This design comes from an exercise in tuning for small area on the open sky130 flow, not from production work.

==> wip/amber <==
==> flow/design.v (excerpt) <==
module motorPwmTop #(
    parameter int AXI_ADDR_WIDTH = 6
) (
    input  logic                      clk,
    input  logic                      rst,
    input  logic [AXI_ADDR_WIDTH-1:0] awaddr,
    input  logic                      awvalid,
    output logic                      awready,
    input  logic [31:0]               wdata,
    input  logic [3:0]                wstrb,
    input  logic                      wvalid,
    output logic                      wready,
    output logic [1:0]                bresp,
    output logic                      bvalid,
    input  logic                      bready,
    input  logic [AXI_ADDR_WIDTH-1:0] araddr,
    input  logic                      arvalid,
    output logic                      arready,
    output logic [31:0]               rdata,
    output logic [1:0]                rresp,
    output logic                      rvalid,
    input  logic                      rready,
    output logic                      pwmA,
    output logic                      pwmB,
    output logic                      pwmC
);
==> flow/config.mk <==
export PLATFORM = sky130hd
export DESIGN_NAME = motorPwmTop
export DESIGN_NICKNAME = motorPwmTop
export VERILOG_FILES = /design/flow/design.v
export SDC_FILE = /design/flow/constraint.sdc
export NUM_CORES = 4
export LEC_CHECK = 0
export CAP_MARGIN = 20
export CORE_MARGIN = 2
export CORE_UTILIZATION = 40
export SLEW_MARGIN = 20
==> flow/constraint.sdc <==
create_clock -name core_clock -period 8.0 [get_ports {clk}]
set_input_delay 1.6000 -clock core_clock [delete_from_list [all_inputs] [get_ports {clk}]]
set_output_delay 1.6000 -clock core_clock [all_outputs]
set_load 0.01 [all_outputs]
run.sh (not shown) runs the stock make flow with config.mk's settings and CLKGATE_MAP_FILE= SYNTH_SCRIPT=/design/flow/synth_recipe.tcl, a recipe that flattens the netlist after the stock synthesis.
==> inputs of wip/delta, as changes to wip/amber <==
--- a/flow/design.v
+++ b/flow/design.v
@@ -8,61 +8,46 @@
 module windowSequencer (
     input  logic                   clk,
     input  logic                   rst,
     input  motorPkg::windowCount_t windowLen,
     output logic                   lastFirst,
     output logic                   lastSecond,
     output motorPkg::step_t        step
 );
-    motorPkg::windowCount_t countNext;
+    motorPkg::windowCount_t count;
     motorPkg::windowCount_t countInc;
+    motorPkg::windowCount_t left;
+    logic [25:0]            carry;
     logic [25:0]            incCarry;
-    motorPkg::windowCount_t same;
-    motorPkg::windowCount_t onRun;
-    motorPkg::windowCount_t runOk;
-    logic                   aboveLow;
-    logic                   aboveHigh;
-    logic                   above;
-    logic                   over;
+    logic                   upperZero;
     logic                   wrap;
     always_comb begin
-        incCarry[0] = 1'b1;
+        carry[0] = 1'b0;
         for (int i = 0; i < 25; i++) begin
-            countInc[i]     = countNext[i] ^ incCarry[i];
-            incCarry[i + 1] = countNext[i] & incCarry[i];
-            same[i]         = ~(countNext[i] ^ windowLen[i]);
+            left[i]      = windowLen[i] ^ ~count[i] ^ carry[i];
+            carry[i + 1] = (windowLen[i] & ~count[i]) | (carry[i] & (windowLen[i] | ~count[i]));
         end
     end
-    assign lastFirst = &same;
     always_comb begin
+        incCarry[0] = 1'b1;
         for (int i = 0; i < 25; i++) begin
-            onRun[i]    = ~same[i] & countNext[i];
-            runOk[i]    = ((i < 24) ? ~same[i + 1] : 1'b0) ~^ onRun[i];
-        end
-    end
-    assign lastSecond = ~same[0] & (&runOk);
-    always_comb begin
-        aboveLow = 1'b0;
-        for (int i = 0; i < 12; i++) begin
-            aboveLow = same[i] ? aboveLow : countNext[i];
-        end
-        aboveHigh = 1'b0;
-        for (int i = 12; i < 25; i++) begin
-            aboveHigh = same[i] ? aboveHigh : countNext[i];
+            countInc[i]     = count[i] ^ incCarry[i];
+            incCarry[i + 1] = count[i] & incCarry[i];
         end
     end
-    assign above = aboveHigh | ((&same[24:12]) & aboveLow);
-    assign over = (windowLen != 25'd0) & (above | (countNext == 25'd0));
-    assign wrap = lastFirst | over;
+    assign upperZero  = (left[24:1] == 24'd0);
+    assign lastFirst  = upperZero & ~left[0];
+    assign lastSecond = upperZero & left[0];
+    assign wrap = lastFirst | (~carry[25] & (windowLen != 25'd0));
     always_ff @(posedge clk) begin
         if (rst | wrap) begin
-            countNext <= 25'd1;
+            count <= '0;
         end else begin
-            countNext <= countInc;
+            count <= countInc;
         end
     end
     always_ff @(posedge clk) begin
         if (rst) begin
             step <= '0;
         end else if (wrap) begin
             if (step[3] & step[1] & step[0]) begin
                 step <= '0;
@@ -92,25 +77,25 @@
     logic [12:0]       periodBorrow;
     logic              reload;
     logic              reloadDelayed;
     logic              accReload;
     motorPkg::posSum_t value;
     motorPkg::posSum_t valueDec;
     logic [16:0]       valueBorrow;
     motorPkg::posSum_t remain;
+    logic [16:0]       sumCarry;
+    logic [12:0]       minBorrow;
     logic              held;
     logic              less;
     logic              clear;
     motorPkg::posSum_t accWant;
     motorPkg::posSum_t accReal;
-    motorPkg::posSum_t wantSum;
     motorPkg::posSum_t wantAdd;
-    logic              wantPend;
-    logic              lowCarry;
+    motorPkg::posSum_t wantSum;
     logic [16:0]       wantCarry;
     motorPkg::posSum_t realSum;
     logic [16:0]       realCarry;
     assign reload = lastFirst | (periodCnt == 12'd1) | (plLen == '0);
     always_comb begin
         periodBorrow[0] = 1'b1;
         for (int i = 0; i < 12; i++) begin
             periodDec[i]        = periodCnt[i] ^ periodBorrow[i];
@@ -124,18 +109,30 @@
             periodCnt <= periodDec;
         end
     end
     always_ff @(posedge clk) begin
         reloadDelayed <= reload;
     end
     assign accReload = reloadDelayed & ~reload;
     assign remain = held ? value : 16'd0;
-    assign posSum = remain + plLen;
-    assign less = (posSum < {4'd0, pwmMinMask}) | peerLess;
+    always_comb begin
+        sumCarry[0] = 1'b0;
+        for (int i = 0; i < 16; i++) begin
+            posSum[i]       = remain[i] ^ plLen[i] ^ sumCarry[i];
+            sumCarry[i + 1] = (remain[i] & plLen[i]) | (sumCarry[i] & (remain[i] ^ plLen[i]));
+        end
+    end
+    always_comb begin
+        minBorrow[0] = 1'b0;
+        for (int i = 0; i < 12; i++) begin
+            minBorrow[i + 1] = (~posSum[i] & pwmMinMask[i]) | (minBorrow[i] & (~posSum[i] | pwmMinMask[i]));
+        end
+    end
+    assign less = ((posSum[15:12] == 4'd0) & minBorrow[12]) | peerLess;
     assign pwm  = ~held & (value != 16'd0);
     always_comb begin
         valueBorrow[0] = pwm;
         for (int i = 0; i < 16; i++) begin
             valueDec[i]        = value[i] ^ valueBorrow[i];
             valueBorrow[i + 1] = ~value[i] & valueBorrow[i];
         end
     end
@@ -148,50 +145,40 @@
     end
     always_ff @(posedge clk) begin
         if (rst) begin
             held <= 1'b0;
         end else if (accReload) begin
             held <= less;
         end
     end
-    assign clear = rst | lastSecond;
-    assign wantAdd = (accReload & ~lastSecond) ? plLen : 16'd0;
+    assign clear   = rst | lastSecond;
+    assign wantAdd = accReload ? plLen : 16'd0;
     always_comb begin
         wantCarry[0] = 1'b0;
-        for (int i = 0; i < 8; i++) begin
-            wantSum[i]       = accWant[i] ^ wantAdd[i] ^ wantCarry[i];
-            wantCarry[i + 1] = (accWant[i] & wantAdd[i]) | (wantCarry[i] & (accWant[i] ^ wantAdd[i]));
-        end
-        lowCarry     = wantCarry[8];
-        wantCarry[8] = wantPend;
-        for (int i = 8; i < 16; i++) begin
-            wantSum[i]       = accWant[i] ^ wantAdd[i] ^ wantCarry[i];
-            wantCarry[i + 1] = (accWant[i] & wantAdd[i]) | (wantCarry[i] & (accWant[i] ^ wantAdd[i]));
-        end
         realCarry[0] = pwm;
         for (int i = 0; i < 16; i++) begin
+            wantSum[i]       = accWant[i] ^ wantAdd[i] ^ wantCarry[i];
+            wantCarry[i + 1] = (accWant[i] & wantAdd[i]) | (wantCarry[i] & (accWant[i] ^ wantAdd[i]));
             realSum[i]       = accReal[i] ^ realCarry[i];
             realCarry[i + 1] = accReal[i] & realCarry[i];
         end
     end
     always_ff @(posedge clk) begin
         if (clear) begin
-            accWant  <= '0;
-            wantPend <= 1'b0;
-            accReal  <= '0;
+            accWant <= '0;
+            accReal <= '0;
         end else begin
-            accWant  <= {wantSum[15:8], wantSum[7:0]};
-            wantPend <= lowCarry;
-            accReal  <= realSum;
+            accWant <= wantSum;
+            accReal <= realSum;
         end
     end
     always_ff @(posedge clk) begin
         if (clear) begin
-            accWantSt <= wantSum;
+            accWantSt <= accWant;
             accRealSt <= accReal;
         end
     end
 endmodule
 `timescale 1ns/100ps
 module motorRegs #(
     parameter int AXI_ADDR_WIDTH = 6
 ) (
@@ -351,22 +338,29 @@
         .plLenA(plLenA), .plLenB(plLenB), .plLenC(plLenC)
     );
     windowSequencer seq (
         .clk(clk), .rst(rst), .windowLen(windowLen),
         .lastFirst(lastFirst), .lastSecond(lastSecond), .step(step)
     );
     assign stepFirst  = step[2] & step[1] & ~step[0];
     assign stepSecond = step[3] & step[1] & step[0];
-    assign ltAB = posSumA < posSumB;
-    assign ltBA = posSumB < posSumA;
-    assign ltBC = posSumB < posSumC;
-    assign ltCB = posSumC < posSumB;
-    assign ltCA = posSumC < posSumA;
-    assign ltAC = posSumA < posSumC;
+    always_comb begin
+        ltAB = 1'b0; ltBA = 1'b0;
+        ltBC = 1'b0; ltCB = 1'b0;
+        ltCA = 1'b0; ltAC = 1'b0;
+        for (int i = 0; i < 16; i++) begin
+            ltAB = (~posSumA[i] & posSumB[i]) | (ltAB & (~posSumA[i] | posSumB[i]));
+            ltBA = (~posSumB[i] & posSumA[i]) | (ltBA & (~posSumB[i] | posSumA[i]));
+            ltBC = (~posSumB[i] & posSumC[i]) | (ltBC & (~posSumB[i] | posSumC[i]));
+            ltCB = (~posSumC[i] & posSumB[i]) | (ltCB & (~posSumC[i] | posSumB[i]));
+            ltCA = (~posSumC[i] & posSumA[i]) | (ltCA & (~posSumC[i] | posSumA[i]));
+            ltAC = (~posSumA[i] & posSumC[i]) | (ltAC & (~posSumA[i] | posSumC[i]));
+        end
+    end
     assign lessA = (stepFirst & ltBA) | (stepSecond & ltCA);
     assign lessB = (stepFirst & ltCB) | (stepSecond & ltAB);
     assign lessC = (stepFirst & ltAC) | (stepSecond & ltBC);
     pwmGenerator genA (
         .clk(clk), .rst(rst), .pwmLenWant(pwmLenWant), .pwmMinMask(pwmMinMask),
         .lastFirst(lastFirst), .lastSecond(lastSecond), .peerLess(lessA),
         .plLen(plLenA), .posSum(posSumA), .accWantSt(accWantA), .accRealSt(accRealA),
         .pwm(pwmA)
==> inputs of wip/onyx, as changes to wip/amber <==
--- a/flow/design.v
+++ b/flow/design.v
@@ -8,74 +8,41 @@
 module windowSequencer (
     input  logic                   clk,
     input  logic                   rst,
     input  motorPkg::windowCount_t windowLen,
     output logic                   lastFirst,
     output logic                   lastSecond,
     output motorPkg::step_t        step
 );
-    motorPkg::windowCount_t countNext;
-    motorPkg::windowCount_t countInc;
-    logic [25:0]            incCarry;
-    motorPkg::windowCount_t same;
-    motorPkg::windowCount_t onRun;
-    motorPkg::windowCount_t runOk;
-    logic                   aboveLow;
-    logic                   aboveHigh;
-    logic                   above;
-    logic                   over;
+    motorPkg::windowCount_t count;
+    motorPkg::windowCount_t lastIndex;
     logic                   wrap;
-    always_comb begin
-        incCarry[0] = 1'b1;
-        for (int i = 0; i < 25; i++) begin
-            countInc[i]     = countNext[i] ^ incCarry[i];
-            incCarry[i + 1] = countNext[i] & incCarry[i];
-            same[i]         = ~(countNext[i] ^ windowLen[i]);
-        end
-    end
-    assign lastFirst = &same;
-    always_comb begin
-        for (int i = 0; i < 25; i++) begin
-            onRun[i]    = ~same[i] & countNext[i];
-            runOk[i]    = ((i < 24) ? ~same[i + 1] : 1'b0) ~^ onRun[i];
-        end
-    end
-    assign lastSecond = ~same[0] & (&runOk);
-    always_comb begin
-        aboveLow = 1'b0;
-        for (int i = 0; i < 12; i++) begin
-            aboveLow = same[i] ? aboveLow : countNext[i];
-        end
-        aboveHigh = 1'b0;
-        for (int i = 12; i < 25; i++) begin
-            aboveHigh = same[i] ? aboveHigh : countNext[i];
-        end
-    end
-    assign above = aboveHigh | ((&same[24:12]) & aboveLow);
-    assign over = (windowLen != 25'd0) & (above | (countNext == 25'd0));
-    assign wrap = lastFirst | over;
+    assign lastIndex = windowLen - 25'd1;
+    assign wrap      = (count >= lastIndex);
     always_ff @(posedge clk) begin
         if (rst | wrap) begin
-            countNext <= 25'd1;
+            count <= '0;
         end else begin
-            countNext <= countInc;
+            count <= count + 25'd1;
         end
     end
     always_ff @(posedge clk) begin
         if (rst) begin
             step <= '0;
         end else if (wrap) begin
             if (step[3] & step[1] & step[0]) begin
                 step <= '0;
             end else begin
                 step <= step + 4'd1;
             end
         end
     end
+    assign lastFirst  = (count == lastIndex);
+    assign lastSecond = (count == windowLen - 25'd2);
 endmodule
 `timescale 1ns/100ps
 module pwmGenerator (
     input  logic                 clk,
     input  logic                 rst,
     input  motorPkg::pwmLen_t    pwmLenWant,
     input  motorPkg::pwmLen_t    pwmMinMask,
     input  logic                 lastFirst,
@@ -83,115 +50,65 @@
     input  logic                 peerLess,
     input  motorPkg::posSum_t    plLen,
     output motorPkg::posSum_t    posSum,
     output motorPkg::posSum_t    accWantSt,
     output motorPkg::posSum_t    accRealSt,
     output logic                 pwm
 );
     motorPkg::pwmLen_t periodCnt;
-    motorPkg::pwmLen_t periodDec;
-    logic [12:0]       periodBorrow;
     logic              reload;
     logic              reloadDelayed;
     logic              accReload;
     motorPkg::posSum_t value;
-    motorPkg::posSum_t valueDec;
-    logic [16:0]       valueBorrow;
-    motorPkg::posSum_t remain;
     logic              held;
     logic              less;
-    logic              clear;
     motorPkg::posSum_t accWant;
     motorPkg::posSum_t accReal;
-    motorPkg::posSum_t wantSum;
-    motorPkg::posSum_t wantAdd;
-    logic              wantPend;
-    logic              lowCarry;
-    logic [16:0]       wantCarry;
-    motorPkg::posSum_t realSum;
-    logic [16:0]       realCarry;
     assign reload = lastFirst | (periodCnt == 12'd1) | (plLen == '0);
-    always_comb begin
-        periodBorrow[0] = 1'b1;
-        for (int i = 0; i < 12; i++) begin
-            periodDec[i]        = periodCnt[i] ^ periodBorrow[i];
-            periodBorrow[i + 1] = ~periodCnt[i] & periodBorrow[i];
-        end
-    end
     always_ff @(posedge clk) begin
         if (rst | reload) begin
             periodCnt <= pwmLenWant;
         end else begin
-            periodCnt <= periodDec;
+            periodCnt <= periodCnt - 12'd1;
         end
     end
     always_ff @(posedge clk) begin
         reloadDelayed <= reload;
     end
     assign accReload = reloadDelayed & ~reload;
-    assign remain = held ? value : 16'd0;
-    assign posSum = remain + plLen;
-    assign less = (posSum < {4'd0, pwmMinMask}) | peerLess;
-    assign pwm  = ~held & (value != 16'd0);
-    always_comb begin
-        valueBorrow[0] = pwm;
-        for (int i = 0; i < 16; i++) begin
-            valueDec[i]        = value[i] ^ valueBorrow[i];
-            valueBorrow[i + 1] = ~value[i] & valueBorrow[i];
-        end
-    end
+    assign posSum = (held ? value : 16'd0) + plLen;
+    assign less   = ((posSum[15:12] == 4'd0) & (posSum[11:0] < pwmMinMask)) | peerLess;
+    assign pwm    = ~held & (value != 16'd0);
     always_ff @(posedge clk) begin
         if (rst | accReload) begin
             value <= posSum;
-        end else begin
-            value <= valueDec;
+        end else if (pwm) begin
+            value <= value - 16'd1;
         end
     end
     always_ff @(posedge clk) begin
         if (rst) begin
             held <= 1'b0;
         end else if (accReload) begin
             held <= less;
         end
     end
-    assign clear = rst | lastSecond;
-    assign wantAdd = (accReload & ~lastSecond) ? plLen : 16'd0;
-    always_comb begin
-        wantCarry[0] = 1'b0;
-        for (int i = 0; i < 8; i++) begin
-            wantSum[i]       = accWant[i] ^ wantAdd[i] ^ wantCarry[i];
-            wantCarry[i + 1] = (accWant[i] & wantAdd[i]) | (wantCarry[i] & (accWant[i] ^ wantAdd[i]));
-        end
-        lowCarry     = wantCarry[8];
-        wantCarry[8] = wantPend;
-        for (int i = 8; i < 16; i++) begin
-            wantSum[i]       = accWant[i] ^ wantAdd[i] ^ wantCarry[i];
-            wantCarry[i + 1] = (accWant[i] & wantAdd[i]) | (wantCarry[i] & (accWant[i] ^ wantAdd[i]));
-        end
-        realCarry[0] = pwm;
-        for (int i = 0; i < 16; i++) begin
-            realSum[i]       = accReal[i] ^ realCarry[i];
-            realCarry[i + 1] = accReal[i] & realCarry[i];
-        end
-    end
     always_ff @(posedge clk) begin
-        if (clear) begin
-            accWant  <= '0;
-            wantPend <= 1'b0;
-            accReal  <= '0;
+        if (rst | lastSecond) begin
+            accWant <= '0;
+            accReal <= '0;
         end else begin
-            accWant  <= {wantSum[15:8], wantSum[7:0]};
-            wantPend <= lowCarry;
-            accReal  <= realSum;
+            accWant <= accWant + (accReload ? plLen : 16'd0);
+            accReal <= accReal + {15'd0, pwm};
         end
     end
     always_ff @(posedge clk) begin
-        if (clear) begin
-            accWantSt <= wantSum;
+        if (rst | lastSecond) begin
+            accWantSt <= accWant;
             accRealSt <= accReal;
         end
     end
 endmodule
 `timescale 1ns/100ps
 module motorRegs #(
     parameter int AXI_ADDR_WIDTH = 6
 ) (
@@ -352,21 +269,21 @@
     );
     windowSequencer seq (
         .clk(clk), .rst(rst), .windowLen(windowLen),
         .lastFirst(lastFirst), .lastSecond(lastSecond), .step(step)
     );
     assign stepFirst  = step[2] & step[1] & ~step[0];
     assign stepSecond = step[3] & step[1] & step[0];
     assign ltAB = posSumA < posSumB;
-    assign ltBA = posSumB < posSumA;
+    assign ltBA = ~ltAB & (posSumA != posSumB);
     assign ltBC = posSumB < posSumC;
-    assign ltCB = posSumC < posSumB;
+    assign ltCB = ~ltBC & (posSumB != posSumC);
     assign ltCA = posSumC < posSumA;
-    assign ltAC = posSumA < posSumC;
+    assign ltAC = ~ltCA & (posSumC != posSumA);
     assign lessA = (stepFirst & ltBA) | (stepSecond & ltCA);
     assign lessB = (stepFirst & ltCB) | (stepSecond & ltAB);
     assign lessC = (stepFirst & ltAC) | (stepSecond & ltBC);
     pwmGenerator genA (
         .clk(clk), .rst(rst), .pwmLenWant(pwmLenWant), .pwmMinMask(pwmMinMask),
         .lastFirst(lastFirst), .lastSecond(lastSecond), .peerLess(lessA),
         .plLen(plLenA), .posSum(posSumA), .accWantSt(accWantA), .accRealSt(accRealA),
         .pwm(pwmA)
Settings changed: CTS_BUF_LIST set to sky130_fd_sc_hd__clkbuf_4.
==> comparison table <==
Core Rows: wip/onyx 93; wip/delta 86; wip/amber 89
Multi-input gate area: wip/onyx 13400 µm²; wip/delta 10800 µm²; wip/amber 11700 µm²
Setup slack on the worst flop-to-flop path: wip/onyx 1.18 ns; wip/delta -8.19 ns; wip/amber 1.70 ns
Layout filler cell count: wip/onyx 6186; wip/delta 4846; wip/amber 5427
Number of sinks driven by the clock tree: wip/onyx 444; wip/delta 444; wip/amber 447
Utilization after layout: wip/onyx 45.5%; wip/delta 49.6%; wip/amber 46.5%
Outcome: wip/onyx no timing/DRC/antenna violations; wip/delta complete, but fails checks; wip/amber no timing/DRC/antenna violations
Violated checks: wip/onyx -; wip/delta negative setup slack; wip/amber -
Leading cell type by number of instances after synthesis: wip/onyx sky130_fd_sc_hd__nor2_1; wip/delta sky130_fd_sc_hd__edfxtp_1; wip/amber sky130_fd_sc_hd__ha_1
Data arrival time of the worst path: wip/onyx 7.49 ns; wip/delta 16.67 ns; wip/amber 6.66 ns
Vias in the first global route: wip/onyx 20100; wip/delta 15300; wip/amber 17000
Final layout net count: wip/onyx 3047; wip/delta 2388; wip/amber 2711
Later-pin clock latency in the skew report: wip/onyx 0.92 ns; wip/delta 0.60 ns; wip/amber 0.62 ns
Vias after detailed routing: wip/onyx 20600; wip/delta 15300; wip/amber 16800
Placed cell count: wip/onyx 3504; wip/delta 2742; wip/amber 3028
Slew of the pin with the lowest slew margin: wip/onyx 1.17 ns; wip/delta 1.16 ns; wip/amber 1.04 ns
Share of synthesized cell area in and, or, nand and nor gates: wip/onyx 18.0%; wip/delta 13.3%; wip/amber 14.3%
Fraction of met2 tracks used by global routing: wip/onyx 37.8%; wip/delta 35.1%; wip/amber 36.2%
Levels on crit path: wip/onyx 26; wip/delta 55; wip/amber 18
Synthesized-area fraction occupied by adder cells: wip/onyx 10.8%; wip/delta 19.1%; wip/amber 19.6%
No run of this note included a check of the RTL's function; only the layout flow was run.

## static timing again, ports no longer ideal
In the flow no input, the clock included, has a driving cell. The finished layouts below were timed again as built, in two steps. Step 1 assumes that a clkbuf_16 drives the clock port and a buf_2 every other input. Step 2 times the ports against the registers' clock, not the clock port: input delays grow and output delays shrink by t, the midpoint of the rising clock arrivals with the driver on. Three values: no drivers, after step 1, after step 2; two values: the first two.
| run | t, ns | slack for setup (ns) | worst setup path at the end | clock arrival spread, ns | pins driven straight from the clock port |
|---|---|---|---|---|---|
| wip/amber | 0.661 | 1.697 / 1.697 / 1.697 | register to register | 0.041 / 0.041 | 1 |
| wip/delta | 0.647 | -8.193 / -8.193 / -8.193 | register to register | 0.029 / 0.029 | 1 |
| wip/onyx | 0.930 | 1.185 / 1.185 / 1.185 | register to register | 0.079 / 0.079 | 1 |
